What follows belongs to an exercise in optimizing a design on an open flow for small area and a short achievable clock period; a production flow would make more cautious choices. Where RTL was checked, it was by simulation tests only, not by an equivalence proof against the original. Only the layout flow was run in runs 2 to 4; the RTL was not checked for function there. No activity file was given, so power comes from the tool's default toggle rates.

==> flow/design.v <==
package spi_mem_pkg;
    typedef enum logic [2:0] {
        ADDR,
        CMD,
        WRITE,
        READ,
        DONE
    } state_t;
    localparam logic [7:0] CMD_READ = 8'h00;
    localparam logic [7:0] IDLE_TX  = 8'h00;
endpackage
module spi_bit_engine #(
    parameter int unsigned CPOL      = 0,
    parameter int unsigned CPHA      = 0,
    parameter int unsigned MSB_FIRST = 0
) (
    input  logic       clk,
    input  logic       rst_n,
    input  logic       cs_n,
    input  logic       sck,
    input  logic       mosi,
    input  logic       tx_load,
    input  logic [7:0] tx_byte,
    output logic       miso,
    output logic       active,
    output logic       byte_done,
    output logic       frame_end,
    output logic       frame_err,
    output logic [7:0] rx_byte
);
    localparam bit POL = (CPOL != 0);
    localparam bit PHA = (CPHA != 0);
    localparam bit MSB = (MSB_FIRST != 0);
    logic [1:0] cs_s, sck_s, mosi_s;
    logic       sck_d;
    logic [7:0] rx_sr, tx_reg, rx_next;
    logic [2:0] bitcnt;
    logic       sck_rise, sck_fall, lead, trail;
    logic       sample_ev, shift_ev, cs_fall, cs_rise, last_bit, tx_bit;
    always_comb begin
        sck_rise  = sck_s[1] & ~sck_d;
        sck_fall  = ~sck_s[1] & sck_d;
        lead      = POL ? sck_fall : sck_rise;
        trail     = POL ? sck_rise : sck_fall;
        sample_ev = active & (PHA ? trail : lead);
        shift_ev  = active & (PHA ? lead : trail);
        cs_fall   = ~active & ~cs_s[1];
        cs_rise   = active & cs_s[1];
        rx_next   = MSB ? {rx_sr[6:0], mosi_s[1]} : {mosi_s[1], rx_sr[7:1]};
        last_bit  = sample_ev && (bitcnt == 3'd7);
        tx_bit    = MSB ? tx_reg[3'd7 - bitcnt] : tx_reg[bitcnt];
    end
    always_ff @(posedge clk or negedge rst_n) begin
        if (!rst_n) begin
            cs_s      <= '1;
            sck_s     <= {2{POL}};
            sck_d     <= POL;
            mosi_s    <= '0;
            active    <= 1'b0;
            bitcnt    <= '0;
            rx_sr     <= '0;
            rx_byte   <= '0;
            tx_reg    <= '0;
            miso      <= 1'b0;
            byte_done <= 1'b0;
            frame_end <= 1'b0;
            frame_err <= 1'b0;
        end else begin
            cs_s      <= {cs_s[0], cs_n};
            sck_s     <= {sck_s[0], sck};
            mosi_s    <= {mosi_s[0], mosi};
            sck_d     <= sck_s[1];
            active    <= ~cs_s[1];
            byte_done <= last_bit;
            frame_end <= cs_rise;
            frame_err <= cs_rise && (bitcnt != 3'd0) && !last_bit;
            if (sample_ev) begin
                rx_sr  <= rx_next;
                bitcnt <= bitcnt + 3'd1;
            end
            if (last_bit)
                rx_byte <= rx_next;
            if (cs_rise)
                bitcnt <= '0;
            if (tx_load)
                tx_reg <= tx_byte;
            if (shift_ev || (cs_fall && !PHA))
                miso <= tx_bit;
        end
    end
endmodule
module spi_mem_slave #(
    parameter int unsigned CPOL       = 0,
    parameter int unsigned CPHA       = 0,
    parameter int unsigned MSB_FIRST  = 0,
    parameter int unsigned ADDR_BYTES = 2,
    parameter int unsigned MEM_AW     = 8
) (
    input  logic       CLK,
    input  logic       nRESET,
    input  logic       nCS,
    input  logic       SCK,
    input  logic       MOSI,
    output logic       MISO,
    output logic       MISO_OE,
    output logic       busy,
    output logic       rx_valid,
    output logic [7:0] rx_byte,
    output logic       frame_err
);
    spi_mem_pkg::state_t state;
    logic [MEM_AW-1:0] addr;
    logic [1:0]        abyte;
    logic              byte_done, frame_end, active, tx_load;
    logic [7:0]        tx_byte;
    logic [7:0]        mem [0:(1 << MEM_AW) - 1];
    spi_bit_engine #(
        .CPOL      (CPOL),
        .CPHA      (CPHA),
        .MSB_FIRST (MSB_FIRST)
    ) u_engine (
        .clk       (CLK),
        .rst_n     (nRESET),
        .cs_n      (nCS),
        .sck       (SCK),
        .mosi      (MOSI),
        .tx_load   (tx_load),
        .tx_byte   (tx_byte),
        .miso      (MISO),
        .active    (active),
        .byte_done (byte_done),
        .frame_end (frame_end),
        .frame_err (frame_err),
        .rx_byte   (rx_byte)
    );
    assign busy     = active;
    assign MISO_OE  = active;
    assign rx_valid = byte_done;
    always_comb begin
        tx_byte = spi_mem_pkg::IDLE_TX;
        if (state == spi_mem_pkg::READ)
            tx_byte = mem[addr];
    end
    always_ff @(posedge CLK or negedge nRESET) begin
        if (!nRESET) begin
            state   <= spi_mem_pkg::ADDR;
            addr    <= '0;
            abyte   <= '0;
            tx_load <= 1'b0;
        end else begin
            tx_load <= byte_done | frame_end;
            if (byte_done) begin
                unique case (state)
                    spi_mem_pkg::ADDR: begin
                        for (int unsigned j = 0; j < MEM_AW; j++)
                            if ((j >> 3) == {30'd0, abyte})
                                addr[j] <= rx_byte[j[2:0]];
                        abyte <= abyte + 2'd1;
                        if (abyte == 2'(ADDR_BYTES - 1)) begin
                            abyte <= '0;
                            state <= spi_mem_pkg::CMD;
                        end
                    end
                    spi_mem_pkg::CMD:         state <= (rx_byte == spi_mem_pkg::CMD_READ) ? spi_mem_pkg::READ : spi_mem_pkg::WRITE;
                    spi_mem_pkg::WRITE, spi_mem_pkg::READ: addr <= addr + 1'b1;
                    spi_mem_pkg::DONE:        ;
                endcase
            end
            if (frame_end) begin
                state <= spi_mem_pkg::ADDR;
                addr  <= '0;
                abyte <= '0;
            end
        end
    end
    always_ff @(posedge CLK) begin
        if (byte_done && state == spi_mem_pkg::WRITE)
            mem[addr] <= rx_byte;
    end
endmodule
==> flow/run.sh <==
#!/bin/bash
# synth_recipe.tcl (not shown) runs the flow's synth.tcl, then flattens the netlist and writes it again
# the make line also repeats each setting of config.mk as NAME=value (left out here)
make -C /OpenROAD-flow-scripts/flow DESIGN_CONFIG=/design/flow/config.mk WORK_HOME=/design/flow/orfs CLKGATE_MAP_FILE= SYNTH_SCRIPT=/design/flow/synth_recipe.tcl finish
==> flow/config.mk <==
export PLATFORM = sky130hd
export DESIGN_NAME = spi_mem_slave
export DESIGN_NICKNAME = spi_mem_slave
export VERILOG_FILES = /design/flow/design.v
export SDC_FILE = /design/flow/constraint.sdc
export NUM_CORES = 4
export LEC_CHECK = 0
export CAP_MARGIN = 20
export CORE_MARGIN = 2
export CORE_UTILIZATION = 40
export SLEW_MARGIN = 20
==> flow/constraint.sdc <==
create_clock -name core_clock -period 4.0 [get_ports {CLK}]
set_input_delay 0.8000 -clock core_clock [delete_from_list [all_inputs] [get_ports {CLK}]]
set_output_delay 0.8000 -clock core_clock [all_outputs]
set_load 0.01 [all_outputs]
==> flow_summary.json, run 1 <==
{
  "p_comb_frac": 0.002,
  "grt_most_used_layer": "met2",
  "port_buffers": 17,
  "vias_per_cell": 5.67,
  "drive_gt1_frac": 0.281,
  "synth_common_cells": "edfxtp_1, mux4_2, nor2_1",
  "crit_path_end_kind": "register",
  "switching_share": 0.195,
  "cpMostUsedCell": "o21ai_1",
  "synthArstFlopShare": 0.0243,
  "vias": 40700,
  "clock_latency_ps": 840,
  "rr_worst_depth": 7,
  "r2r_end": "u_engine.tx_reg[1]",
  "drt_pass1_iterations": 6,
  "synth_edf_count": 2048,
  "clkTransAtPathRegs_ps": 60,
  "max-vdd-ir-drop_mv": 0.395,
  "cts_hold_buf": 0,
  "met2_usage": 0.318,
  "drc_errors": 0,
  "synth_top_area_cell": "edfxtp_1",
  "p_leak_nw": 26.6,
  "start_kind": "register",
  "largest_register_ffs": 2048,
  "path_cells": "and2_1 > a221oi_1 > o21ai_0 > o21ai_1 > or4_1 > o32ai_1 > o21ai_1",
  "yosys_register_bits": 2099,
  "min_period_over_period": 0.963,
  "ys_seq_area_frac": 0.773,
  "die_x_um": 455,
  "grt_use_met1": 0.278,
  "grt_overflow_total": 0,
  "switchingPower_mw": 8.38,
  "start_util": 0.402,
  "cts_root_buf": "clkbuf_16",
  "path_buf_inv": 0,
  "place_congestion": 0.883,
  "rsz0062_at_grt": "no",
  "path_delay_family": "simple AND/OR/NAND/NOR gates",
  "netlist_top_cells_area": "edfxtp_1, mux4_2, dfrtp_1, nor2_1, mux2i_1",
  "core_area_sq_mm": 0.202,
  "grt_usage": 0.201,
  "htreeDepth": 4,
  "slew_violations": 0,
  "status": "no timing/DRC/antenna violations",
  "pwr-share-clk": 0.443,
  "min_period_ps": 3850,
  "top_register": "mem",
  "routed_wl_mm": 208,
  "cp_max_fo": 23,
  "synth_warnings": 2,
  "power.density_mw_per_mm2": 457,
  "synth.distinct_cells": 64,
  "hold_path.class": "in -> async",
  "p_int_mw": 34.5,
  "cts_buffers": 206,
  "post_cts_resized": 0,
  "finalSetupTns_ps": 0,
  "placed_area_sq_mm": 0.0873,
  "grt_pass1_wl_mm": 299,
  "syn_to_final_growth_pct": 15.7,
  "antenna_found_initial": 12,
  "synthCells": 3869,
  "grt_pass1_vias": 41300,
  "drt_iter0_markers": 5316,
  "r2r-start": "addr[3]",
  "skew_ps": 61.8,
  "fmax_ghz": 0.260,
  "cts_tree": "built",
  "cts_setup_buffers": 0,
  "p_seq_frac": 0.555,
  "slowest_delay_ps": 810,
  "cap_violations": 0,
  "clockBufferDepth": 3,
  "die_area_sq_mm": 0.207,
  "cts.sinks": 2099,
  "setup_viol": 0,
  "tightest_slew_ps": 1100,
  "netlist_area_sq_mm": 0.0812,
  "nNetsFinal": 4325,
  "ios": 18,
  "dp_hpwl_mm": 130,
  "hold_viol_final": 0,
  "antenna_left": 0,
  "dominantRegCellSynth": "edfxtp_1",
  "synth_nets": 3881,
  "final_cell_area_sq_mm": 0.0940,
  "grt_use_met3": 0.0505,
  "yosysMostFrequentCell": "edfxtp_1",
  "slowest_stage": "and2_1",
  "max_slew_margin": 0.265,
  "grt_max_degree": 203,
  "row_count": 165,
  "worstPathRequired_ps": 4690,
  "synth_area_per_cell_sq_um": 21.0,
  "die_height_um": 455,
  "synth_top_cell_area_share": 0.757,
  "crit_arrival_ps": 4540,
  "r2r_slack_ps": 150,
  "worstSetupPathType": "reg -> reg",
  "wl_per_cell_um": 29.0
}
## cells in the final DEF (no fill, tap or decap), types with 11 or more instances in the layout
cell / n
a31oi_1: 23
dfrtp_4: 11
o21ai_1: 12
clkbuf_1: 48
mux4_1: 21
mux4_2: 458
a22oi_1: 131
nand3_1: 25
nand2_1: 136
clkbuf_16: 209
buf_12: 25
nor2_1: 288
bufinv_16: 15
o21ai_0: 33
a41oi_1: 14
clkinv_2: 40
edfxtp_1: 2048
dfrtp_1: 37
nor2b_1: 13
buf_4: 432
a22o_1: 15
nand3_2: 14
a221oi_1: 32
a21oi_1: 40
clkdlybuf4s50_1: 16
and3_1: 16
clkinv_1: 48
mux2i_1: 107
## kinds of logic (layout without fill, tap and decap cells)
family	Yosys count	count (layout)	share of synthesized area
DFF	2099	2099	0.773
muxes	594	594	0.148
and+or+nand+nor	561	561	0.0298
AOI/OAI and AO/OA	356	356	0.0313
buffers and inverters	250	873	0.0169
adders and majority gates	7	7	0.00108
xor gates and xnor gates	2	2	0.000216
other	0	3	0
## layer usage
metal | wire, um | vias up
li1 | - | 17000
met1 | 84900 | 21700
met2 | 99500 | 1666
met3 | 17500 | 316
met4 | 5970 | 18
met5 | 98 | -
## through the flow
| stage | util | cells | hold slack [ps] | worst slack [ps] | power, mW |
|---|---|---|---|---|---|
| 2_1_floorplan | - | 3869 | 331 | 911 | 24.3 |
| 3_3_place_gp | 0.432 | 6777 | 333 | 165 | 24.3 |
| 3_5_place_dp | 0.432 | 6777 | 348 | 244 | 24.3 |
| 4_1_cts | 0.465 | 7164 | 1.35 | 238 | 43.2 |
| 5_1_grt | 0.465 | 7165 | 42.6 | 188 | 44.1 |
| 6_report | 0.465 | 7167 | 38.7 | 149 | 42.9 |
## how the worst max path moves through the flow
stage | startpoint | to | slack (ps) | cells after the start
floorplan | addr[0] | mem[102][0] | 910 | 10
global placement | addr[3] | u_engine.tx_reg[1] | 170 | 7
detailed placement | addr[3] | u_engine.tx_reg[1] | 240 | 7
CTS | addr[3] | u_engine.tx_reg[1] | 240 | 7
global route | addr[3] | u_engine.tx_reg[1] | 190 | 7
finish | addr[3] | u_engine.tx_reg[1] | 150 | 7
## power by group through the flow
stage | clock network (mW) | logic [mW] | registers (mW)
after floorplan | 0 | 0.0335 | 24.3
after global placement | 0 | 0.0651 | 24.3
after detailed placement | 0 | 0.0664 | 24.3
after CTS | 19.4 | 0.0663 | 23.8
after global routing | 20.2 | 0.0742 | 23.8
final | 19.0 | 0.0650 | 23.8
## worst reg2reg max path, stage by stage (launching register included)
cell,delay [ps]
dfrtp_4,750
and2_1,820
a221oi_1,320
o21ai_0,280
o21ai_1,240
or4_1,770
o32ai_1,420
o21ai_1,110
## cell type report
class                           instances  area, sq um
Clock buffer                          262         5480
Tap cell                             2672         3340
Sequential cell                      2099        62800
Clock inverter                        125         1160
Inverter                               12         45.0
Fill cell                           16600       108000
Antenna cell                            3         7.51
Timing Repair Buffer                  474         3910
Multi-Input combinational cell       1520        17200
==> run 2, diff against run 1 <==
--- a/flow/design.v
+++ b/flow/design.v
@@ -39,2 +39,3 @@
     logic       sample_ev, shift_ev, cs_fall, cs_rise, last_bit, tx_bit;
+    assign rx_byte = rx_sr;
     always_comb begin
@@ -52,2 +53,7 @@
     end
+    always_ff @(posedge clk) begin
+        mosi_s <= {mosi_s[0], mosi};
+        if (sample_ev)
+            rx_sr <= rx_next;
+    end
     always_ff @(posedge clk or negedge rst_n) begin
@@ -57,7 +63,4 @@
             sck_d     <= POL;
-            mosi_s    <= '0;
             active    <= 1'b0;
             bitcnt    <= '0;
-            rx_sr     <= '0;
-            rx_byte   <= '0;
             tx_reg    <= '0;
@@ -70,3 +73,2 @@
             sck_s     <= {sck_s[0], sck};
-            mosi_s    <= {mosi_s[0], mosi};
             sck_d     <= sck_s[1];
@@ -76,8 +78,4 @@
             frame_err <= cs_rise && (bitcnt != 3'd0) && !last_bit;
-            if (sample_ev) begin
-                rx_sr  <= rx_next;
+            if (sample_ev)
                 bitcnt <= bitcnt + 3'd1;
-            end
-            if (last_bit)
-                rx_byte <= rx_next;
             if (cs_rise)
@@ -110,8 +108,7 @@
 );
-    spi_mem_pkg::state_t state;
-    logic [MEM_AW-1:0] addr;
-    logic [1:0]        abyte;
+    spi_mem_pkg::state_t state, state_n;
+    logic [7:0]        tgt, tgt_n;
+    logic [1:0]        abyte, abyte_n;
     logic              byte_done, frame_end, active, tx_load;
     logic [7:0]        tx_byte;
-    logic [7:0]        mem [0:(1 << MEM_AW) - 1];
     spi_bit_engine #(
@@ -139,5 +136,32 @@
     always_comb begin
-        tx_byte = spi_mem_pkg::IDLE_TX;
-        if (state == spi_mem_pkg::READ)
-            tx_byte = mem[addr];
+        state_n = state;
+        tgt_n   = tgt;
+        abyte_n = abyte;
+        if (byte_done) begin
+            unique case (state)
+                spi_mem_pkg::ADDR: begin
+                    for (int unsigned j = 0; j < 8; j++)
+                        if ((j >> 3) == {30'd0, abyte})
+                            tgt_n[j] = rx_byte[j[2:0]];
+                    abyte_n = abyte + 2'd1;
+                    if (abyte == 2'(ADDR_BYTES - 1)) begin
+                        abyte_n = '0;
+                        state_n = spi_mem_pkg::CMD;
+                    end
+                end
+                spi_mem_pkg::CMD: begin
+                    state_n = (rx_byte == spi_mem_pkg::CMD_READ) ? spi_mem_pkg::READ : spi_mem_pkg::WRITE;
+                    if (rx_byte == spi_mem_pkg::CMD_READ)
+                        tgt_n = tgt + 8'd1;
+                end
+                spi_mem_pkg::WRITE, spi_mem_pkg::READ: tgt_n = tgt + 8'd1;
+                spi_mem_pkg::DONE:        ;
+                default:                  ;
+            endcase
+        end
+        if (frame_end) begin
+            state_n = spi_mem_pkg::ADDR;
+            tgt_n   = '0;
+            abyte_n = '0;
+        end
     end
@@ -146,3 +170,3 @@
             state   <= spi_mem_pkg::ADDR;
-            addr    <= '0;
+            tgt     <= '0;
             abyte   <= '0;
@@ -150,30 +174,40 @@
         end else begin
+            state   <= state_n;
+            tgt     <= tgt_n;
+            abyte   <= abyte_n;
             tx_load <= byte_done | frame_end;
-            if (byte_done) begin
-                unique case (state)
-                    spi_mem_pkg::ADDR: begin
-                        for (int unsigned j = 0; j < MEM_AW; j++)
-                            if ((j >> 3) == {30'd0, abyte})
-                                addr[j] <= rx_byte[j[2:0]];
-                        abyte <= abyte + 2'd1;
-                        if (abyte == 2'(ADDR_BYTES - 1)) begin
-                            abyte <= '0;
-                            state <= spi_mem_pkg::CMD;
-                        end
-                    end
-                    spi_mem_pkg::CMD:         state <= (rx_byte == spi_mem_pkg::CMD_READ) ? spi_mem_pkg::READ : spi_mem_pkg::WRITE;
-                    spi_mem_pkg::WRITE, spi_mem_pkg::READ: addr <= addr + 1'b1;
-                    spi_mem_pkg::DONE:        ;
-                endcase
-            end
-            if (frame_end) begin
-                state <= spi_mem_pkg::ADDR;
-                addr  <= '0;
-                abyte <= '0;
-            end
-        end
-    end
+        end
+    end
+    logic [3:0]   hp;           
+    logic         wv;           
+    logic [7:0]   wd;
+    logic [15:0]  wrow;         
+    logic [3:0]   wlo1;         
+    logic         wfire;
+    logic [7:0]   pf;
+    logic [127:0] heads;
+    assign wfire = wv & (wlo1 == hp);
     always_ff @(posedge CLK) begin
-        if (byte_done && state == spi_mem_pkg::WRITE)
-            mem[addr] <= rx_byte;
+        hp <= hp - 4'd1;
+        if (byte_done && state == spi_mem_pkg::WRITE) begin
+            wv   <= 1'b1;
+            wd   <= rx_byte;
+            wrow <= 16'd1 << tgt[7:4];
+            wlo1 <= tgt[3:0] + 4'd1;
+        end else if (wfire) begin
+            wv   <= 1'b0;
+        end
+        if (tgt[3:0] == hp)
+            pf <= heads[{tgt[7:4], 3'd0} +: 8];
+    end
+    for (genvar r = 0; r < 16; r++) begin : g_row
+        logic [127:0] q;        
+        always_ff @(posedge CLK)
+            q <= {q[119:0], (wfire && wrow[r]) ? wd : q[127:120]};
+        assign heads[8*r +: 8] = q[7:0];
+    end
+    always_comb begin
+        tx_byte = spi_mem_pkg::IDLE_TX;
+        if (state == spi_mem_pkg::READ)
+            tx_byte = pf;
     end
==> run 2 against run 1 <==
Net effect:
- critical endpoint is now rx_valid
- synthesized area is 42% lower
- hold slack better by 100 ps
- largest power group unchanged
- clock power fell by 9%
- still clean on timing, DRC and antenna
- non-clock buffer count down 453
==> flow_summary.json, run 2 <==
{
  "status": "no timing/DRC/antenna violations",
  "clockBufferDepth": 3,
  "cts_buffers": 180,
  "cts_tree": "built",
  "yosys.area_share.simple": 0.0125,
  "wl_met1_mm": 35.0,
  "rsz0062_at_grt": "no",
  "drt_pass1_iterations": 5,
  "vias": 17500,
  "skew_ps": 39.6,
  "synth_area_per_cell_sq_um": 18.7,
  "register_area_sq_mm": 0.0433,
  "place_congestion": 0.841,
  "vias_per_cell": 4.01,
  "grt_max_degree": 42,
  "power.density_mw_per_mm2": 700,
  "synthCells": 2521,
  "path_cells": "clkdlybuf4s50_1",
  "r2r_end": "g_row[6].q[5]",
  "hold_viol_final": 0,
  "fillers": 9462,
  "worstPathRequired_ps": 3200,
  "synth_top_cell_area_share": 0.873,
  "layout_commonest_cell": "dfxtp_1",
  "port_buffers": 17,
  "wl_per_cell_um": 15.5,
  "top_layer_used": "met5",
  "routed_wl_mm": 67.9,
  "grt_overflow_total": 0,
  "grt_usage": 0.114,
  "r2r-start": "wlo1[0]",
  "die_x_um": 347,
  "clkTransAtPathRegs_ps": 70,
  "worstSetupPathType": "reg -> out",
  "cts_setup_buffers": 0,
  "largest_register_ffs": 2048,
  "cap_violations": 0,
  "netlist_area_sq_mm": 0.0471,
  "syn_to_final_growth_pct": 17.1,
  "path_delay_family": "flip-flops",
  "clock_latency_ps": 770,
  "synth_top_family_by_area": "multiplexers",
  "setup_slack_ps": 969,
  "max_slew_margin": 0.306,
  "crit_path_end_kind": "primary output",
  "antenna_left": 0,
  "max-vdd-ir-drop_mv": 0.465,
  "cp_max_fo": 13,
  "cts.sinks": 2133,
  "post_cts_resized": 0,
  "synth_compound_area_frac": 0.00651,
  "nNetsFinal": 2698,
  "synthArstFlopShare": 0.0159,
  "row_count": 125,
  "dominantRegCellSynth": "dfxtp_1",
  "synth-adder-area-share": 0.00133,
  "hold_path.class": "in -> async",
  "netlist_top_cells_area": "dfxtp_1, mux2_2, edfxtp_1, mux4_2, dfrtp_1",
  "slowest_stage": "dfrtp_1",
  "antenna_found_initial": 12,
  "synth_xor_area_frac": 0.00260,
  "met2WireLength_mm": 27.3,
  "cts_hold_buf": 0,
  "met3WireLength_mm": 3.97,
  "slew_violations": 0,
  "ys_seq_area_frac": 0.919,
  "yosys_register_bits": 2133,
  "yosysMostFrequentCell": "dfxtp_1",
  "synth.distinct_cells": 53,
  "r2r_slack_ps": 1340,
  "p_leak_nw": 21.9,
  "top_register": "g_row.q",
  "setup_viol": 0,
  "rr_worst_depth": 5,
  "die_area_sq_mm": 0.121,
  "drive_gt1_frac": 0.173,
  "core_area_sq_mm": 0.117,
  "dp_hpwl_mm": 42.5,
  "synth_common_cells": "dfxtp_1, mux2_2, edfxtp_1",
  "fmax_ghz": 0.330,
  "finalSetupTns_ps": 0,
  "final_cell_mix": "dfxtp_1, clkbuf_16, mux2_2",
  "synth_warnings": 2,
  "drc_errors": 0,
  "ios": 18,
  "tightest_slew_ps": 1030,
  "synth_edf_count": 44,
  "grt_pass1_vias": 18000,
  "path_buf_inv": 1,
  "min_period_over_period": 0.758,
  "drt_iter0_markers": 1299,
  "muxShareOfSynthArea": 0.0514,
  "crit_arrival_ps": 2230,
  "slowest_delay_ps": 730,
  "pre_cts_slack_ps": 1340,
  "synth_nets": 2531,
  "reg.largest.list": "g_row.q x2048, wrow x16",
  "start_kind": "register",
  "die_height_um": 347,
  "cts_root_buf": "clkbuf_16",
  "min_period_ps": 3030,
  "synth_top_area_cell": "dfxtp_1",
  "grt_pass1_wl_mm": 105,
  "start_util": 0.404,
  "multi_input_area_sq_mm": 0.00352,
  "htreeDepth": 4
}
## run 2: cell types whose count changed in the layout (fill, tap and decap cells not counted), moves of 131 or more
cell	delta
a22oi_1	-131
buf_4	-428
dfxtp_1	+2055
edfxtp_1	-2004
mux4_2	-416
nor2_1	-268
## run 2: layout make-up
| class | count | area share |
|---|---|---|
| flip-flops and latches | 2133 | 0.785 |
| well taps | 1524 | 0.0346 |
| diodes | 8 | 0.000363 |
| clock inverters | 73 | 0.0162 |
| multi-input cells | 328 | 0.0637 |
| clock buffers | 258 | 0.0945 |
| inverters | 24 | 0.00163 |
| repair buffers | 21 | 0.00354 |
## run 2: worst max path at each step
stage | from | to | slack, ps | depth (start not counted)
3_5_place_dp | tgt[4] | pf[6] | 1340 | 3
3_3_place_gp | wlo1[1] | g_row[4].q[3] | 1400 | 5
6_report | u_engine.byte_done | rx_valid | 970 | 1
5_1_grt | u_engine.byte_done | rx_valid | 880 | 1
4_1_cts | u_engine.byte_done | rx_valid | 910 | 1
2_1_floorplan | u_engine.byte_done | wd[0] | 1590 | 3
## run 2: metal layers
metal,GRT usage,vias to the layer above
li1,-,8539
met1,0.167,8434
met2,0.159,399
met3,0.0338,167
met4,0.0427,2
met5,0,-
## run 2: kinds of logic after synthesis
logic type | count (synthesis)
DFF | 2133
xor gates and xnor gates | 14
adders and majority gates | 5
AOI/OAI and AO/OA | 45
muxes | 171
buffers and inverters | 60
and+or+nand+nor | 93
## run 2: report_power, final
| group | switching (mW) | total, mW | internal [mW] |
|---|---|---|---|
| Sequential | 0.0150 | 21.3 | 21.3 |
| Combinational | 0.0240 | 0.0418 | 0.0178 |
| Clock | 7.40 | 17.2 | 9.84 |
| Total | 7.44 | 38.6 | 31.2 |
## run 2: per-stage QoR
step / hold slack (ps) / power (mW) / instances / instance area [sq um] / utilization
detailed placement: 312 / 21.8 / 4030 / 49000 / 0.421
global route: 153 / 39.9 / 4361 / 55100 / 0.473
floorplan: 310 / 21.8 / 2521 / 47100 / -
global placement: 310 / 21.8 / 4030 / 49000 / 0.421
CTS: 106 / 39.0 / 4361 / 55100 / 0.473
finish: 140 / 38.6 / 4369 / 55200 / 0.473
==> run 3, diff against run 2 <==
--- a/flow/config.mk
+++ b/flow/config.mk
@@ -10,2 +10,6 @@
 export CORE_UTILIZATION = 40
+export CTS_BUF_LIST = sky130_fd_sc_hd__clkbuf_16
+export CTS_CLUSTER_DIAMETER = 100
+export CTS_CLUSTER_SIZE = 30
+export SETUP_SLACK_MARGIN = 1.9
 export SLEW_MARGIN = 20
==> run 3 against run 2 <==
Net effect:
- via count fell by 4.3%
- largest power group unchanged
- clock power decreased by 44%
- clock-buffer cell count is 175 lower
- routed wire length decreased by 3.6%
- synthesized cell count stayed put
- sequential power barely moved
- synthesized area is the same
- cell area shrank 6.9%
- global-route usage fell by 0.62 points
- critical path type unchanged
- critical path depth stayed put
==> flow_summary.json, run 3 <==
{
  "status": "no timing/DRC/antenna violations",
  "path_cells": "buf_6",
  "ios": 18,
  "yosysMostFrequentCell": "dfxtp_1",
  "dominantRegCellSynth": "dfxtp_1",
  "instances_no_fill": 4148,
  "syn_to_final_growth_pct": 9.00,
  "p_leak_nw": 20.1,
  "synth_area_per_cell_sq_um": 18.7,
  "cap_violations": 0,
  "cts_tree": "built",
  "drc_errors": 0,
  "netlist_top_cells_area": "dfxtp_1, mux2_2, edfxtp_1, mux4_2, dfrtp_1",
  "slew_violations": 0,
  "cts_root_buf": "clkbuf_16",
  "ys_seq_area_frac": 0.919,
  "slowest_stage": "edfxtp_1",
  "start_util": 0.404,
  "wl_per_cell_um": 15.8,
  "place_congestion": 0.855,
  "nNetsFinal": 2614,
  "drive_gt1_frac": 0.122,
  "setup_viol": 0,
  "grt_usage": 0.108,
  "synth_warnings": 2,
  "min_period_over_period": 0.536,
  "rsz0062_at_grt": "yes",
  "skew_ps": 27.9,
  "power_mw": 30.9,
  "row_count": 125,
  "final_cell_mix": "dfxtp_1, mux2_2, clkbuf_16",
  "htreeDepth": 3,
  "grt_max_degree": 42,
  "max-vdd-ir-drop_mv": 0.348,
  "port_buffers": 17,
  "cts.sinks": 2133,
  "antenna_left": 0,
  "top_register": "g_row.q",
  "die_area_sq_mm": 0.121,
  "hold_path.class": "in -> async",
  "path_delay_family": "flip-flops",
  "setup_slack_ps": 1860,
  "die_x_um": 347,
  "hold_viol_final": 0,
  "synthCells": 2521,
  "clkTransAtPathRegs_ps": 110,
  "cp-startpoint": "u_engine.rx_sr[0]",
  "routed_wl_mm": 65.4,
  "reg.largest.list": "g_row.q x2048, wrow x16",
  "cp_max_fo": 2,
  "vias": 16800,
  "synth_top_cell_area_share": 0.873,
  "clockBufferDepth": 3,
  "grt_pass1_wl_mm": 98.8,
  "placed_area_sq_mm": 0.0490,
  "crit_arrival_ps": 1340,
  "slowest_delay_ps": 480,
  "synth_top_area_cell": "dfxtp_1",
  "largest_register_ffs": 2048,
  "final_core_util": 0.441,
  "finalSetupTns_ps": 0,
  "vias_per_cell": 4.05,
  "synth_edf_count": 44,
  "drt_iter0_markers": 1124,
  "final_cell_area_sq_mm": 0.0514,
  "antenna_found_initial": 17,
  "core_area_sq_mm": 0.117,
  "clock_latency_ps": 680,
  "netlist_area_sq_mm": 0.0471,
  "grt_pass1_vias": 16500,
  "synth_nets": 2531,
  "grt_overflow_total": 0,
  "holdWs_ps": 226,
  "place_inst": 4032,
  "pre_cts_slack_ps": 1420,
  "max_slew_margin": 0.266,
  "crit_path_end_kind": "primary output",
  "fmax_ghz": 0.466,
  "r2r-start": "state[0]",
  "min_period_ps": 2140,
  "synth_common_cells": "dfxtp_1, mux2_2, edfxtp_1",
  "drt_pass1_iterations": 5,
  "synthArstFlopShare": 0.0159,
  "cts_buffers": 81,
  "power.density_mw_per_mm2": 602,
  "die_height_um": 347,
  "path_buf_inv": 1,
  "dp_hpwl_mm": 41.4,
  "yosys_register_bits": 2133,
  "layout_commonest_cell": "dfxtp_1",
  "synth.distinct_cells": 53,
  "worstSetupPathType": "reg -> out",
  "tightest_slew_ps": 1100,
  "start_kind": "register",
  "worstPathRequired_ps": 3200,
  "cts_hold_buf": 0
}
## run 3: area by class of cell
type / count / area (sq um)
fill: 9926 / 65200
clock buffer: 83 / 2080
timing repair buffer: 36 / 322
multi-input combinational: 328 / 3520
inverter: 24 / 90.1
antenna: 3 / 7.51
sequential: 2133 / 43300
tap: 1524 / 1910
clock inverter: 17 / 104
## run 3: final timing paths
| kind | slack, ps | depth (start not counted) | endpoint |
|---|---|---|---|
| min in group core_clock | 330 | 0 | g_row[15].q[82] |
| min | 230 | 1 | u_engine.sck_s[1] |
| max reg2reg | 1920 | 4 | tgt[0] |
| min reg2reg | 330 | 0 | g_row[15].q[82] |
| max | 1860 | 1 | rx_byte[0] |
| max in group asynchronous | 3080 | 1 | tgt[4] |
## run 3: logic make-up (layout without fill, tap and decap cells)
family,Yosys count,count (layout),share of synthesized area
xor gates and xnor gates,14,14,0.00260
buffers and inverters,60,160,0.00637
muxes,171,171,0.0514
and+or+nand+nor,93,93,0.0125
other,0,3,0
AOI/OAI and AO/OA,45,45,0.00651
adders and majority gates,5,5,0.00133
DFF,2133,2133,0.919
## run 3: per-layer routing
metal,GRT usage,share of wire,vias up
li1,-,-,8215
met1,0.162,0.52,8126
met2,0.148,0.39,305
met3,0.0286,0.055,142
met4,0.0431,0.037,2
met5,0,0.00017,-
## run 3: timing repair
action                     4_1_cts  5_1_grt
setup endpoints to repair       22       24
pin swaps                        0        0
gates resized for setup         73       11
buffers inserted                13        0
## run 3: report_power, final
group          total, mW  leakage (nW)  internal, mW  switching, mW
combinational     0.0426          1.57        0.0183         0.0243
clock               9.58          1.11          3.80           5.78
sequential          21.3          17.4          21.3         0.0146
==> run 4, diff against run 3 <==
--- a/flow/design.v
+++ b/flow/design.v
@@ -183,3 +183,3 @@
     logic [7:0]   wd;
-    logic [15:0]  wrow;         
+    logic [3:0]   wrow;         
     logic [3:0]   wlo1;         
@@ -194,3 +194,3 @@
             wd   <= rx_byte;
-            wrow <= 16'd1 << tgt[7:4];
+            wrow <= tgt[7:4];
             wlo1 <= tgt[3:0] + 4'd1;
@@ -205,3 +205,3 @@
         always_ff @(posedge CLK)
-            q <= {q[119:0], (wfire && wrow[r]) ? wd : q[127:120]};
+            q <= {q[119:0], (wfire && wrow == 4'(r)) ? wd : q[127:120]};
         assign heads[8*r +: 8] = q[7:0];
--- a/flow/config.mk
+++ b/flow/config.mk
@@ -10,6 +10,6 @@
 export CORE_UTILIZATION = 40
-export CTS_BUF_LIST = sky130_fd_sc_hd__clkbuf_16
+export CTS_BUF_LIST = sky130_fd_sc_hd__clkbuf_16 sky130_fd_sc_hd__clkbuf_8
 export CTS_CLUSTER_DIAMETER = 100
-export CTS_CLUSTER_SIZE = 30
-export SETUP_SLACK_MARGIN = 1.9
+export CTS_CLUSTER_SIZE = 25
+export SETUP_SLACK_MARGIN = 2.2
 export SLEW_MARGIN = 20
==> run 4 against run 3 <==
Net effect:
- still clean
- synthesized cell count increased by 1.2%
- fmax rose by 1.7%
- total power is 2.0% higher
- cell area up 3.3%
- final cell count up 2.6%
- clock-buffer cell count grew 14
- die area fell by 0.66%
- first-iteration DRC count decreased by 18%
- worst setup slack better by 37 ps
- clock skew grew 1.1 ps
- non-clock buffer count up 65
- hold slack improved by 4.3 ps
- critical path type is now reg -> reg
- largest cell class unchanged
- highest routed layer is now met4
==> flow_summary.json, run 4 <==
{
  "cts_tree": "built",
  "layout_commonest_cell": "dfxtp_1",
  "hold_path.class": "in -> async",
  "cts.sinks": 2121,
  "start_util": 0.403,
  "fmax_ghz": 0.475,
  "yosysMostFrequentCell": "dfxtp_1",
  "clkTransAtPathRegs_ps": 100,
  "holdWs_ps": 231,
  "grt_max_degree": 35,
  "top_register": "g_row.q",
  "synth_top_area_cell": "dfxtp_1",
  "cp-startpoint": "wlo1[0]",
  "synth.distinct_cells": 53,
  "grt_pass1_wl_mm": 103,
  "power.density_mw_per_mm2": 595,
  "largest_register_ffs": 2048,
  "max_slew_margin": 0.236,
  "place_congestion": 0.849,
  "fillers": 9740,
  "syn_to_final_growth_pct": 13.3,
  "wl_per_cell_um": 16.0,
  "die_x_um": 346,
  "synth_nets": 2561,
  "synthArstFlopShare": 0.0160,
  "drt_pass1_iterations": 5,
  "dp_hpwl_mm": 40.4,
  "antenna_found_initial": 6,
  "antenna_left": 0,
  "core_area_sq_mm": 0.116,
  "port_buffers": 17,
  "p_leak_nw": 20.9,
  "synth_area_per_cell_sq_um": 18.3,
  "grt_pass1_vias": 17300,
  "yosys_register_bits": 2121,
  "rsz0062_at_grt": "yes",
  "drive_gt1_frac": 0.164,
  "grt_overflow_total": 0,
  "cap_violations": 0,
  "slew_violations": 0,
  "synth_top_cell_area_share": 0.879,
  "die_height_um": 346,
  "netlist_top_cells_area": "dfxtp_1, mux2_2, edfxtp_1, dfrtp_1, mux4_2",
  "grt_usage": 0.112,
  "worstPathRequired_ps": 4570,
  "crit_path_end_kind": "register",
  "slowest_stage": "or4_4",
  "crit_arrival_ps": 2670,
  "r2r_slack_ps": 1890,
  "row_count": 125,
  "synth_common_cells": "dfxtp_1, mux2_2, mux2i_1",
  "routed_wl_mm": 68.0,
  "finalSetupTns_ps": 0,
  "slowest_delay_ps": 520,
  "netlist_area_sq_mm": 0.0468,
  "die_area_sq_mm": 0.120,
  "min_period_ps": 2110,
  "drt_iter0_markers": 918,
  "synthCells": 2551,
  "vias_per_cell": 4.07,
  "setup_viol": 0,
  "cts_hold_buf": 0,
  "max-vdd-ir-drop_mv": 0.406,
  "status": "no timing/DRC/antenna violations",
  "nNetsFinal": 2718,
  "clock_latency_ps": 700,
  "worstSetupPathType": "reg -> reg",
  "clockBufferDepth": 3,
  "cts_buffers": 95,
  "vias": 17300,
  "path_cells": "xnor2_2 > nand4_4 > buf_12 > clkbuf_16 > or4_4 > mux2_4",
  "skew_ps": 29.0,
  "hold_viol_final": 0,
  "synth_warnings": 2,
  "dominantRegCellSynth": "dfxtp_1",
  "place_inst": 4052,
  "drc_errors": 0,
  "cts_root_buf": "clkbuf_16",
  "ios": 18,
  "r2r-start": "wlo1[0]",
  "instances_no_fill": 4254,
  "power_mw": 31.5,
  "tightest_slew_ps": 1150,
  "htreeDepth": 3,
  "ys_seq_area_frac": 0.918,
  "min_period_over_period": 0.527,
  "cp_max_fo": 8,
  "start_kind": "register",
  "synth_edf_count": 32,
  "final_cell_mix": "dfxtp_1, clkbuf_16, mux2_4"
}
[run 4: changes by cell type after synthesis, sizes merged, moves of 10 or more]
cell    change
clkbuf     +11
mux2i      +33
a221oi     +15
nor2       -10
mux4       -24
edfxtp     -12
nand3      -18
[run 4: final cells by class]
cell class	instances	area [sq um]	area share
antenna	2	5.00	0.0000944
inverter	20	75.1	0.00142
sequential	2121	43000	0.810
clock buffer	97	2420	0.0456
tap	1524	1910	0.0360
clock inverter	20	164	0.00309
multi-input combinational	369	4390	0.0827
timing repair buffer	101	1100	0.0208
[run 4: critical path: cells and delay by family (launching register included)]
| family | cells | cell delay, ps |
|---|---|---|
| muxes | 1 | 330 |
| DFF | 1 | 440 |
| buffers and inverters | 2 | 320 |
| xor gates and xnor gates | 1 | 210 |
| and+or+nand+nor | 2 | 680 |
[run 4: worst paths after layout]
kind | end | cells past startpoint
worst max-delay path | g_row[2].q[1] | 6
worst min-delay path | u_engine.miso | 1
worst max register to register | g_row[2].q[1] | 6
worst min register to register | g_row[8].q[102] | 0
max in group asynchronous | tgt[4] | 1
min in group core_clock | g_row[8].q[102] | 0
[run 4: metal layers]
layer,wire [um],vias to the layer above,track usage
li1,-,8466,-
met1,34700,8395,0.167
met2,28200,304,0.163
met3,3160,128,0.0245
met4,2040,0,0.0360
met5,0,-,0
[run 4: cell families after synthesis]
family,count (synthesis),share of synthesized area
xor gates and xnor gates,14,0.00262
adders and majority gates,5,0.00134
and+or+nand+nor,94,0.0130
AOI/OAI and AO/OA,75,0.0110
muxes,180,0.0487
buffers and inverters,62,0.00556
DFF,2121,0.918
[run 4: repair_timing]
action,4_1_cts,5_1_grt
gates resized for setup,152,90
pin swaps,29,25
gates cloned,5,0
endpoints found under the setup margin,166,169
setup buffers,63,14
[run 4: power breakdown]
part / total, mW / switching (mW) / internal (mW) / leakage [nW]
clock: 10.3 / 5.93 / 4.40 / 1.31
sequential: 21.2 / 0.0183 / 21.2 / 17.3
combinational: 0.0420 / 0.0236 / 0.0184 / 2.32
[run 4: per-stage QoR]
| step | util | area, sq um | setup slack (ps) |
|---|---|---|---|
| 2_1_floorplan | - | 46800 | 2210 |
| 3_3_place_gp | 0.420 | 48700 | 894 |
| 4_1_cts | 0.452 | 52500 | 1850 |
| 6_report | 0.457 | 53000 | 1890 |
| 5_1_grt | 0.457 | 53000 | 1830 |
| 3_5_place_dp | 0.420 | 48700 | 1210 |
==> run 5, diff against run 4 <==
--- a/flow/design.v
+++ b/flow/design.v
@@ -109,3 +109,3 @@
     spi_mem_pkg::state_t state, state_n;
-    logic [7:0]        tgt, tgt_n;
+    logic [7:0]        addr, addr_n, tgt_n;
     logic [1:0]        abyte, abyte_n;
@@ -137,3 +137,3 @@
         state_n = state;
-        tgt_n   = tgt;
+        addr_n  = addr;
         abyte_n = abyte;
@@ -144,3 +144,3 @@
                         if ((j >> 3) == {30'd0, abyte})
-                            tgt_n[j] = rx_byte[j[2:0]];
+                            addr_n[j] = rx_byte[j[2:0]];
                     abyte_n = abyte + 2'd1;
@@ -151,8 +151,4 @@
                 end
-                spi_mem_pkg::CMD: begin
-                    state_n = (rx_byte == spi_mem_pkg::CMD_READ) ? spi_mem_pkg::READ : spi_mem_pkg::WRITE;
-                    if (rx_byte == spi_mem_pkg::CMD_READ)
-                        tgt_n = tgt + 8'd1;
-                end
-                spi_mem_pkg::WRITE, spi_mem_pkg::READ: tgt_n = tgt + 8'd1;
+                spi_mem_pkg::CMD:         state_n = (rx_byte == spi_mem_pkg::CMD_READ) ? spi_mem_pkg::READ : spi_mem_pkg::WRITE;
+                spi_mem_pkg::WRITE, spi_mem_pkg::READ: addr_n = addr + 1'b1;
                 spi_mem_pkg::DONE:        ;
@@ -163,5 +159,6 @@
             state_n = spi_mem_pkg::ADDR;
-            tgt_n   = '0;
+            addr_n  = '0;
             abyte_n = '0;
         end
+        tgt_n = (state_n == spi_mem_pkg::READ) ? addr_n + 8'd1 : addr_n;
     end
@@ -170,3 +167,3 @@
             state   <= spi_mem_pkg::ADDR;
-            tgt     <= '0;
+            addr    <= '0;
             abyte   <= '0;
@@ -175,3 +172,3 @@
             state   <= state_n;
-            tgt     <= tgt_n;
+            addr    <= addr_n;
             abyte   <= abyte_n;
@@ -180,13 +177,15 @@
     end
-    logic [3:0]   hp;           
+    logic [3:0]   ph;           
     logic         wv;           
     logic [7:0]   wd;
-    logic [3:0]   wrow;         
-    logic [3:0]   wlo1;         
+    logic [3:0]   wrow;
+    logic [3:0]   wcnt;         
     logic         wfire;
+    logic         rmatch;       
+    logic [3:0]   rrow;
     logic [7:0]   pf;
     logic [127:0] heads;
-    assign wfire = wv & (wlo1 == hp);
+    assign wfire = wv & (wcnt == 4'd0);
     always_ff @(posedge CLK) begin
-        hp <= hp - 4'd1;
+        ph <= ph + 4'd1;
         if (byte_done && state == spi_mem_pkg::WRITE) begin
@@ -194,9 +193,13 @@
             wd   <= rx_byte;
-            wrow <= tgt[7:4];
-            wlo1 <= tgt[3:0] + 4'd1;
-        end else if (wfire) begin
-            wv   <= 1'b0;
-        end
-        if (tgt[3:0] == hp)
-            pf <= heads[{tgt[7:4], 3'd0} +: 8];
+            wrow <= addr[7:4];
+            wcnt <= addr[3:0] + ph + 4'd2;
+        end else begin
+            wcnt <= wcnt + 4'd1;
+            if (wfire)
+                wv <= 1'b0;
+        end
+        rmatch <= (tgt_n[3:0] + ph + 4'd1) == 4'd0;
+        rrow   <= tgt_n[7:4];
+        if (rmatch)
+            pf <= heads[{rrow, 3'd0} +: 8];
     end
--- a/flow/config.mk
+++ b/flow/config.mk
@@ -10,6 +10,2 @@
 export CORE_UTILIZATION = 40
-export CTS_BUF_LIST = sky130_fd_sc_hd__clkbuf_16 sky130_fd_sc_hd__clkbuf_8
-export CTS_CLUSTER_DIAMETER = 100
-export CTS_CLUSTER_SIZE = 25
-export SETUP_SLACK_MARGIN = 2.2
 export SLEW_MARGIN = 20
==> run 5 against run 4 <==
Net effect:
- synthesized area up 0.57%
- final cell count up 4.0%
- die area up 0.56%
- still clean
==> flow_summary.json, run 5 <==
{
  "layout_commonest_cell": "dfxtp_1",
  "grt_pass1_vias": 18800,
  "max-vdd-ir-drop_mv": 0.402,
  "drive_gt1_frac": 0.175,
  "tightest_slew_ps": 1060,
  "synth_top_area_cell": "dfxtp_1",
  "yosysMostFrequentCell": "dfxtp_1",
  "final_cell_mix": "dfxtp_1, clkbuf_16, mux2_2",
  "cp-startpoint": "state[1]",
  "antenna_left": 0,
  "netlist_area_sq_mm": 0.0471,
  "fmax_ghz": 0.281,
  "switchingPower_mw": 7.59,
  "r2r-start": "state[1]",
  "rsz0062_at_grt": "no",
  "drt_pass1_iterations": 6,
  "port_buffers": 17,
  "syn_to_final_growth_pct": 18.2,
  "final_cell_area_sq_mm": 0.0556,
  "switching_share": 0.191,
  "ios": 18,
  "nNetsFinal": 2758,
  "start_kind": "register",
  "pwr-share-clk": 0.463,
  "synth_nets": 2579,
  "p_int_mw": 32.0,
  "clockBufferDepth": 3,
  "placed_area_sq_mm": 0.0490,
  "cts_buffers": 187,
  "power_mw": 39.6,
  "worstSetupPathType": "reg -> reg",
  "cts.sinks": 2127,
  "vias": 17700,
  "synth_warnings": 2,
  "post_cts_resized": 0,
  "synth.distinct_cells": 56,
  "cp_max_fo": 15,
  "yosys_register_bits": 2127,
  "grt_max_degree": 36,
  "p_leak_nw": 22.3,
  "routed_wl_mm": 66.4,
  "dp_hpwl_mm": 38.0,
  "core_area_sq_mm": 0.117,
  "p_seq_frac": 0.536,
  "grt_usage": 0.113,
  "max_slew_margin": 0.291,
  "die_x_um": 347,
  "place_congestion": 0.831,
  "synth_area_per_cell_sq_um": 18.4,
  "row_count": 125,
  "slowest_delay_ps": 630,
  "status": "no timing/DRC/antenna violations",
  "clkTransAtPathRegs_ps": 60,
  "clock_latency_ps": 770,
  "ys_seq_area_frac": 0.914,
  "min_period_ps": 3550,
  "holdWs_ps": 136,
  "fillers": 9434,
  "wl_per_cell_um": 15.0,
  "instances_no_fill": 4423,
  "die_area_sq_mm": 0.120,
  "drt_iter0_markers": 1018,
  "place_inst": 4072,
  "path_cells": "nand2b_1 > and2_4 > a21oi_1 > a211oi_1 > ha_1 > mux2_2 > ha_1 > a21o_1 > a21oi_1 > xor2_1 > xnor2_1 > xnor2_1 > nor2_1",
  "crit_arrival_ps": 4200,
  "hold_viol_final": 0,
  "skew_ps": 28.5,
  "cts_tree": "built",
  "grt_overflow_total": 0,
  "cts_root_buf": "clkbuf_16",
  "synth_top_cell_area_share": 0.878,
  "antenna_found_initial": 2,
  "worstPathRequired_ps": 4650,
  "pre_cts_slack_ps": 569,
  "synthCells": 2558,
  "cap_violations": 0,
  "finalSetupTns_ps": 0,
  "setup_slack_ps": 447,
  "start_util": 0.404,
  "top_register": "g_row.q",
  "slew_violations": 0,
  "synth_edf_count": 28,
  "dominantRegCellSynth": "dfxtp_1",
  "netlist_top_cells_area": "dfxtp_1, mux2_2, mux4_2, edfxtp_1, dfrtp_1",
  "slowest_stage": "dfrtp_1",
  "min_period_over_period": 0.888,
  "hold_path.class": "in -> async",
  "cts_setup_buffers": 0,
  "p_comb_frac": 0.001,
  "final_core_util": 0.477,
  "largest_register_ffs": 2048,
  "crit_path_end_kind": "register",
  "vias_per_cell": 4.00,
  "power.density_mw_per_mm2": 713,
  "synth_common_cells": "dfxtp_1, mux2_2, mux4_2",
  "cts_hold_buf": 0,
  "grt_pass1_wl_mm": 105,
  "setup_viol": 0,
  "drc_errors": 0,
  "htreeDepth": 4,
  "die_height_um": 347,
  "synthArstFlopShare": 0.0165
}
-- run 5: cell types whose count changed after synthesis, moves of 8 or more --
cell / previous run / this run
mux2_1: 8 / 0
mux2_2: 96 / 132
mux2_4: 24 / 0
mux2i_1: 34 / 4
xnor2_1: 6 / 16
dfxtp_1: 2055 / 2064
nor2_1: 11 / 22
a221oi_1: 16 / 0
ha_1: 5 / 15
nand3_1: 3 / 13
a22oi_1: 8 / 0
mux4_2: 18 / 42
-- run 5: metal layers --
metal / up-vias / part of all wire / GRT usage
li1: 8618 / - / -
met1: 8513 / 0.50 / 0.156
met5: - / 0 / 0
met4: 0 / 0.030 / 0.0533
met3: 171 / 0.043 / 0.0278
met2: 378 / 0.43 / 0.167
-- run 5: area by class of cell --
cell class | count | area [sq um] | area share
Timing Repair Buffer | 23 | 223 | 0.00400
Inverter | 24 | 90.1 | 0.00162
Tap cell | 1524 | 1910 | 0.0343
Sequential cell | 2127 | 43000 | 0.774
Multi-Input combinational cell | 374 | 3770 | 0.0679
Clock inverter | 76 | 1040 | 0.0188
Clock buffer | 273 | 5530 | 0.0994
Antenna cell | 2 | 5.00 | 0.0000900
-- run 5: power groups by stage --
| stage | Combinational, mW | Sequential (mW) | Clock [mW] |
|---|---|---|---|
| final | 0.0406 | 21.3 | 18.3 |
| after CTS | 0.0414 | 21.2 | 18.8 |
| after global routing | 0.0452 | 21.2 | 19.7 |
| after global placement | 0.0389 | 21.7 | 0 |
| after floorplan | 0.0186 | 21.7 | 0 |
| after detailed placement | 0.0411 | 21.7 | 0 |
-- run 5: cell families after synthesis --
family | Yosys count | share of synthesized area
flip-flops | 2127 | 0.914
multiplexers | 178 | 0.0525
adder cells (fa/ha/maj) | 16 | 0.00441
XOR/XNOR | 21 | 0.00391
AND/OR/NAND/NOR | 115 | 0.0132
buffers and inverters | 57 | 0.00534
AO/OA/AOI/OAI | 44 | 0.00611
-- run 5: final timing paths --
check / endpoint / slack [ps] / cells past startpoint
hold / removal: addr[3] / 140 / 1
min in group core_clock: g_row[2].q[24] / 310 / 0
setup / recovery: rmatch / 450 / 13
max in group asynchronous: u_engine.sck_s[0] / 3350 / 1
hold reg to reg: g_row[2].q[24] / 310 / 0
setup reg to reg: rmatch / 450 / 13
-- run 5: critical path, delay by kind of cell, from the launching register on --
family / cells / cell delay, ps
compound gates: 4 / 890
flops: 1 / 630
fa+ha+maj: 2 / 620
simple gates: 3 / 550
xor+xnor: 3 / 490
mux: 1 / 260

what the ideal ports hide:
Ports are ideal in the flow. The routed layouts listed here were re-timed in OpenROAD. Step 1, drivers: a clkbuf_16 drives CLK and a buf_2 each remaining input, both assumed. Step 2 adds t to the input delays and takes it off the output delays; t is the mean of the earliest and latest rising clock arrival at the registers after step 1. Input paths then give back, and output paths get back, about the clock's delay inside the block. Slacks: ideal ports / drivers / drivers and shift; pairs: ideal ports / drivers.
run | t, ns | setup WS [ns] | hold WS [ns] | worst slew at a driven data input, ns
run 1 | 0.891 | 0.149 / 0.149 / 0.149 | 0.039 / -0.017 / 0.356 | 0.03
run 2 | 0.817 | 0.969 / 0.902 / 1.338 | 0.140 / 0.160 / 0.289 | 0.08
run 3 | 0.730 | 1.856 / 1.794 / 1.921 | 0.226 / 0.192 / 0.326 | 0.03
run 4 | 0.746 | 1.893 / 1.851 / 1.893 | 0.231 / 0.196 / 0.316 | 0.04
run 5 | 0.828 | 0.447 / 0.447 / 0.447 | 0.136 / 0.153 / 0.306 | 0.08
After both steps every run listed still meets setup and hold.
